Source: an optimization exercise on an open RTL-to-GDS flow (aim: small area, a short achievable clock period and few clock cycles per item). Production flows keep margins and buffers that such runs may drop. Function was checked by simulation only, so behaviour that the tests miss may differ from the original. No activity file was given, so power comes from the tool's default toggle rates.

== run A ==
==> flow/design.v (excerpt) <==
module longest_prefix_match_lookup #(
  parameter int TABLE_ENTRIES = 16,
  parameter int PORT_COUNT    = 16
) (
  input  logic               clk_i,
  input  logic               rst_ni,
  input  logic               in_valid_i,
  output logic               in_stall_o,
  input  logic [137:0]       in_item_i,
  output logic               out_valid_o,
  input  logic               out_stall_i,
  output logic [72:0]        out_item_o
);
Size in the first run: about 6,200 cells after synthesis, roughly 220 I/O pins, ~85,000 um^2 of cells after synthesis.
make LEC_CHECK=0 CAP_MARGIN=20 CORE_MARGIN=2 CORE_UTILIZATION=40 SETUP_SLACK_MARGIN=2.2 SLEW_MARGIN=20 TNS_END_PERCENT=10 finish   # period 5.0 ns
run.sh (not shown) runs the stock make flow with config.mk's settings and CLKGATE_MAP_FILE= SYNTH_SCRIPT=/design/flow/synth_recipe.tcl, a recipe that flattens the netlist after the stock synthesis.
Run A: done, clean on timing, DRC and antenna
Testbench counts of run A, summed over its fixed seeds: cycles 24,160, items 24,128.
Setup changes, run A to run B
# run A
export LEC_CHECK = 0
export CAP_MARGIN = 20
export CORE_MARGIN = 2
export CORE_UTILIZATION = 40
export SETUP_SLACK_MARGIN = 2.2
export SLEW_MARGIN = 20
export TNS_END_PERCENT = 10
create_clock -name core_clock -period 5.0 [get_ports {clk_i}]
# run B
export LEC_CHECK = 0
export ABC_AREA = 1
export CAP_MARGIN = 20
export CORE_MARGIN = 2
export CORE_UTILIZATION = 40
export SETUP_SLACK_MARGIN = 2.4
export SLEW_MARGIN = 20
export TNS_END_PERCENT = 20
create_clock -name core_clock -period 5.0 [get_ports {clk_i}]
==> flow/flow/run.sh (new file) <==
#!/bin/bash
# The standard layout (standard synthesis and ORFS steps unchanged), except
# that the input and output port buffers are buf_4 cells instead of the delay
# cells buffer_ports picks by default. make's full output goes to
# flow_standard.log in the work folder; ORFS keeps each step's log under orfs/logs.
set -euo pipefail
cd "$(dirname "$0")/.."
bash standard.sh "BUFFER_PORTS_ARGS=-buffer_cell sky130_fd_sc_hd__buf_4" finish > flow_standard.log 2>&1
==> flow/standard.sh (new file) <==
#!/bin/bash
# synth_recipe.tcl (not shown) runs the flow's synth.tcl, then flattens the netlist and writes it again
# the make line also repeats each setting of config.mk as NAME=value (left out here)
make -C /OpenROAD-flow-scripts/flow DESIGN_CONFIG=/design/flow/config.mk WORK_HOME=/design/flow/orfs CLKGATE_MAP_FILE= SYNTH_SCRIPT=/design/flow/synth_recipe.tcl "${@:-finish}"
removed: flow/run.sh
## What came out
| worst setup slack for register-to-register paths | run B vs run A | better |
NOTE non-clock buffer count in the final layout run A->run B decreased by more than 10%
Core util | run B vs run A | run B lower
NOTE finished layout cell area run A->run B increased slightly
Taking run A as the reference, in run B combinational group share of total power up 0.2 points, share of synthesized area spent on multiplexers down 1.6 points.
[inputs] run C vs run B
# run B
export LEC_CHECK = 0
export ABC_AREA = 1
export CAP_MARGIN = 20
export CORE_MARGIN = 2
export CORE_UTILIZATION = 40
export SETUP_SLACK_MARGIN = 2.4
export SLEW_MARGIN = 20
export TNS_END_PERCENT = 20
create_clock -name core_clock -period 5.0 [get_ports {clk_i}]
# run C
export LEC_CHECK = 0
export CAP_MARGIN = 20
export CORE_MARGIN = 2
export CORE_UTILIZATION = 40
export CTS_CLUSTER_DIAMETER = 80
export CTS_CLUSTER_SIZE = 30
export SETUP_SLACK_MARGIN = 2.1
export SLEW_MARGIN = 20
export TNS_END_PERCENT = 10
create_clock -name core_clock -period 5.0 [get_ports {clk_i}]
==> flow/run.sh (new file) <==
#!/bin/bash
# synth_recipe.tcl (not shown) runs the flow's synth.tcl, then flattens the netlist and writes it again
# the make line also repeats each setting of config.mk as NAME=value (left out here)
make -C /OpenROAD-flow-scripts/flow DESIGN_CONFIG=/design/flow/config.mk WORK_HOME=/design/flow/orfs CLKGATE_MAP_FILE= SYNTH_SCRIPT=/design/flow/synth_recipe.tcl finish
removed: flow/flow/run.sh
removed: flow/standard.sh
[summary]
- Post-route non-filler standard cell count: run C vs run B down 2,527
- Run C vs run B, clock network area share went down by 2.5 points.
- Diff run B -> run C: minimum clock period after layout +0.21 ns; storage element area ~0 delta.
- Worst hold slack ends up lower on run B.
- Diff run B -> run C: number of non-clock inverters in the layout fell about 80%, count of clock-buffer cells in the layout fell 135.
- In the reports for run B and run C, the smaller combinational group share of total power belongs to run B.
- Higher number of fillers in the final layout was reported by run B, not run C.
- Final area in run C is 4.1% lower than in run B
- Dominant combinational cell family by area after synthesis = simple AND/OR/NAND/NOR gates: run B; dominant combinational cell family by area after synthesis = compound AO/OA/AOI/OAI gates: run C
- Measured against each other, run B and run C differ in clock power share, the lower figure coming from run C.

The RTL this note starts from:
==> flow/design.v <==
package lpm_pkg;
  localparam logic CMD_LOOKUP = 1'b0;
  localparam logic CMD_WRITE  = 1'b1;
  typedef struct packed {
    logic        cmd;
    logic [3:0]  entry_index;
    logic        entry_valid;
    logic [31:0] entry_prefix;
    logic [31:0] entry_mask;
    logic [31:0] entry_gateway;
    logic [3:0]  entry_port;
    logic [31:0] lookup_addr;
  } in_item_t;
  typedef struct packed {
    logic        hit;
    logic [3:0]  match_index;
    logic [31:0] match_mask;
    logic [31:0] match_gateway;
    logic [3:0]  match_port;
  } out_item_t;
  typedef struct packed {
    logic      valid;
    in_item_t  item;
    out_item_t best;
  } lpm_flow_t;
endpackage
module lpm_cell (
  input  logic        clk_i,
  input  logic        rst_ni,
  input  logic        wr_i,
  input  logic        wr_valid_i,
  input  logic [31:0] wr_prefix_i,
  input  logic [31:0] wr_mask_i,
  input  logic [31:0] wr_gw_i,
  input  logic [3:0]  wr_port_i,
  input  logic [31:0] addr_i,
  output logic        match_o,
  output logic [31:0] mask_o,
  output logic [31:0] gw_o,
  output logic [3:0]  port_o
);
  logic        valid_q;
  logic [31:0] pm_q;
  always_ff @(posedge clk_i or negedge rst_ni) begin
    if (!rst_ni) begin
      valid_q <= 1'b0;
    end else if (wr_i) begin
      valid_q <= wr_valid_i;
    end
  end
  always_ff @(posedge clk_i) begin
    if (wr_i) begin
      pm_q   <= wr_prefix_i & wr_mask_i;
      mask_o <= wr_mask_i;
      gw_o   <= wr_gw_i;
      port_o <= wr_port_i;
    end
  end
  assign match_o = valid_q && (((addr_i & mask_o) ^ pm_q) == 32'd0);
endmodule
module lpm_cmp (
  input  logic [31:0] a_i,
  input  logic [31:0] b_i,
  input  logic        cin_i,
  output logic        ge_o
);
  logic [31:0] g0, p0;
  logic [15:0] g1, p1;
  logic [7:0]  g2, p2;
  logic [3:0]  g3, p3;
  logic [1:0]  g4, p4;
  logic        g5, p5;
  assign g0 = a_i & ~b_i;
  assign p0 = a_i | ~b_i;
  for (genvar k = 0; k < 16; k++) begin : g_l1
    assign g1[k] = g0[2*k+1] | (p0[2*k+1] & g0[2*k]);
    assign p1[k] = p0[2*k+1] & p0[2*k];
  end
  for (genvar k = 0; k < 8; k++) begin : g_l2
    assign g2[k] = g1[2*k+1] | (p1[2*k+1] & g1[2*k]);
    assign p2[k] = p1[2*k+1] & p1[2*k];
  end
  for (genvar k = 0; k < 4; k++) begin : g_l3
    assign g3[k] = g2[2*k+1] | (p2[2*k+1] & g2[2*k]);
    assign p3[k] = p2[2*k+1] & p2[2*k];
  end
  for (genvar k = 0; k < 2; k++) begin : g_l4
    assign g4[k] = g3[2*k+1] | (p3[2*k+1] & g3[2*k]);
    assign p4[k] = p3[2*k+1] & p3[2*k];
  end
  assign g5 = g4[1] | (p4[1] & g4[0]);
  assign p5 = p4[1] & p4[0];
  assign ge_o = g5 | (p5 & cin_i);
endmodule
module longest_prefix_match_lookup #(
  parameter int TABLE_ENTRIES = 16,
  parameter int PORT_COUNT    = 16
) (
  input  logic               clk_i,
  input  logic               rst_ni,
  input  logic               in_valid_i,
  output logic               in_stall_o,
  input  logic [137:0]       in_item_i,
  output logic               out_valid_o,
  input  logic               out_stall_i,
  output logic [72:0]        out_item_o
);
  localparam int N = TABLE_ENTRIES;
  lpm_pkg::in_item_t in;
  logic         adv;
  logic         acc;
  assign in  = in_item_i;
  assign acc = adv && in_valid_i;
  logic        in_wr;
  logic        in_lookup;
  logic [N-1:0] wr_slot;
  logic [N-1:0] match;
  logic [31:0] mask [N];
  logic [31:0] gw   [N];
  logic [3:0]  port [N];
  assign in_wr = acc && (in.cmd == lpm_pkg::CMD_WRITE) &&
      (!in.entry_valid || (32'(in.entry_port) < PORT_COUNT));
  assign in_lookup = acc && (in.cmd == lpm_pkg::CMD_LOOKUP);
  for (genvar g = 0; g < N; g++) begin : g_slot
    assign wr_slot[g] = in_wr && (32'(in.entry_index) == g);
    lpm_cell u_cell (
      .clk_i       (clk_i),
      .rst_ni      (rst_ni),
      .wr_i        (wr_slot[g]),
      .wr_valid_i  (in.entry_valid),
      .wr_prefix_i (in.entry_prefix),
      .wr_mask_i   (in.entry_mask),
      .wr_gw_i     (in.entry_gateway),
      .wr_port_i   (in.entry_port),
      .addr_i      (in.lookup_addr),
      .match_o     (match[g]),
      .mask_o      (mask[g]),
      .gw_o        (gw[g]),
      .port_o      (port[g])
    );
  end
  logic [N-1:0] cmp;
  logic         prio_q [N][N];
  for (genvar j = 0; j < N; j++) begin : g_cmp
    lpm_cmp u_cmp (
      .a_i   (in.entry_mask),
      .b_i   (mask[j]),
      .cin_i (32'(in.entry_index) < j),
      .ge_o  (cmp[j])
    );
  end
  logic [N-1:0] pw_slot_q;
  logic [N-1:0] pw_cmp_q;
  always_ff @(posedge clk_i or negedge rst_ni) begin
    if (!rst_ni) begin
      pw_slot_q <= '0;
    end else begin
      pw_slot_q <= wr_slot;
    end
  end
  always_ff @(posedge clk_i) begin
    pw_cmp_q <= cmp;
  end
  for (genvar i = 0; i < N; i++) begin : g_pi
    for (genvar j = i + 1; j < N; j++) begin : g_pj
      always_ff @(posedge clk_i) begin
        if (pw_slot_q[i]) begin
          prio_q[i][j] <= pw_cmp_q[j];
        end else if (pw_slot_q[j]) begin
          prio_q[i][j] <= !pw_cmp_q[i];
        end
      end
    end
  end
  logic [N-1:0] beats [N];
  for (genvar i = 0; i < N; i++) begin : g_bi
    for (genvar j = 0; j < N; j++) begin : g_bj
      if (i < j) begin : g_lo
        assign beats[i][j] = prio_q[i][j];
      end else if (i > j) begin : g_hi
        assign beats[i][j] = !prio_q[j][i];
      end else begin : g_eq
        assign beats[i][j] = 1'b1;
      end
    end
  end
  logic         s1_v;
  logic [N-1:0] s1_match;
  always_ff @(posedge clk_i or negedge rst_ni) begin
    if (!rst_ni) begin
      s1_v <= 1'b0;
    end else if (adv) begin
      s1_v <= in_valid_i;
    end
  end
  always_ff @(posedge clk_i) begin
    if (adv) begin
      s1_match <= in_lookup ? match : '0;
    end
  end
  logic [N-1:0] win;
  for (genvar i = 0; i < N; i++) begin : g_win
    assign win[i] = s1_match[i] && ((~s1_match | beats[i]) == '1);
  end
  lpm_pkg::out_item_t res;
  always_comb begin
    res = '0;
    for (int i = 0; i < N; i++) begin
      if (win[i]) begin
        res.match_index   = res.match_index | 4'(i);
        res.match_mask    = res.match_mask | mask[i];
        res.match_gateway = res.match_gateway | gw[i];
        res.match_port    = res.match_port | port[i];
      end
    end
    res.hit = |s1_match;
  end
  logic      out_v_q;
  logic      out_vp_q;
  lpm_pkg::out_item_t out_q;
  assign adv = !(out_v_q && out_stall_i);
  always_ff @(posedge clk_i or negedge rst_ni) begin
    if (!rst_ni) begin
      out_v_q  <= 1'b0;
      out_vp_q <= 1'b0;
    end else if (adv) begin
      out_v_q  <= s1_v;
      out_vp_q <= s1_v;
    end
  end
  always_ff @(posedge clk_i) begin
    out_q <= (res & {73{adv}}) | (out_q & {73{!adv}});
  end
  assign in_stall_o  = out_vp_q && out_stall_i;
  assign out_valid_o = out_vp_q;
  assign out_item_o  = out_q;
endmodule
Settings: LEC_CHECK=0, ABC_CLOCK_PERIOD_IN_PS=2500, CAP_MARGIN=20, CORE_MARGIN=2, CORE_UTILIZATION=40, SETUP_SLACK_MARGIN=2.5, SLEW_MARGIN=20; clock period 5.0 ns.
Stock flow here: none of the scripts above is used.
The baseline ran to the end with no violations.
Testbench counts at the start, summed over its fixed seeds: cycles 24,152, items 24,128.
Then changed:
- CORE_UTILIZATION: 40 -> 48
After rerunning: Now the flow completed and failed the layout checks on max-capacitance violations, max-slew violations. Worst setup slack is worse by 0.22 ns. Global-route usage increases by 13 points. Utilization goes up by 16 points. Cell count shrinks by about 0.36%. Fmax falls by 6.6%. Wire length increases by about 12%. Sequential power is about the same.

-- what the ideal ports hide --
How much do the figures lean on ideal ports? The routed layouts below were timed once more, with nothing changed but the port constraints. Step 1 sets driving cells, clkbuf_16 on the clock port and buf_2 on the other inputs (assumed; they add their load-dependent delay and slew). Step 2 moves the port delays by t, midway between the first and last clock arrival at a register: inputs arrive t later, outputs are due t later. That takes back most of the time a late clock gives input paths. Three values: ideal ports, drivers, drivers and shift; two values: the first two.
run | t, ns | setup slack, ns | worst slew at a driven data input, ns
run A | 1.006 | 1.927 / 1.933 / 1.003 | 0.09
run B | 1.001 | 2.074 / 2.076 / 1.081 | 0.12
run C | 0.943 | 1.862 / 1.862 / 1.008 | 0.10
the first run of note 2 | 0.992 | 1.923 / 1.923 / 1.105 | 0.13
the second run of note 2 | 0.968 | 1.705 / 1.717 / 0.812 | 0.18
For run B, which loses most, drivers alone change the setup slack by +0.002 ns; drivers and shift together by -0.993 ns.
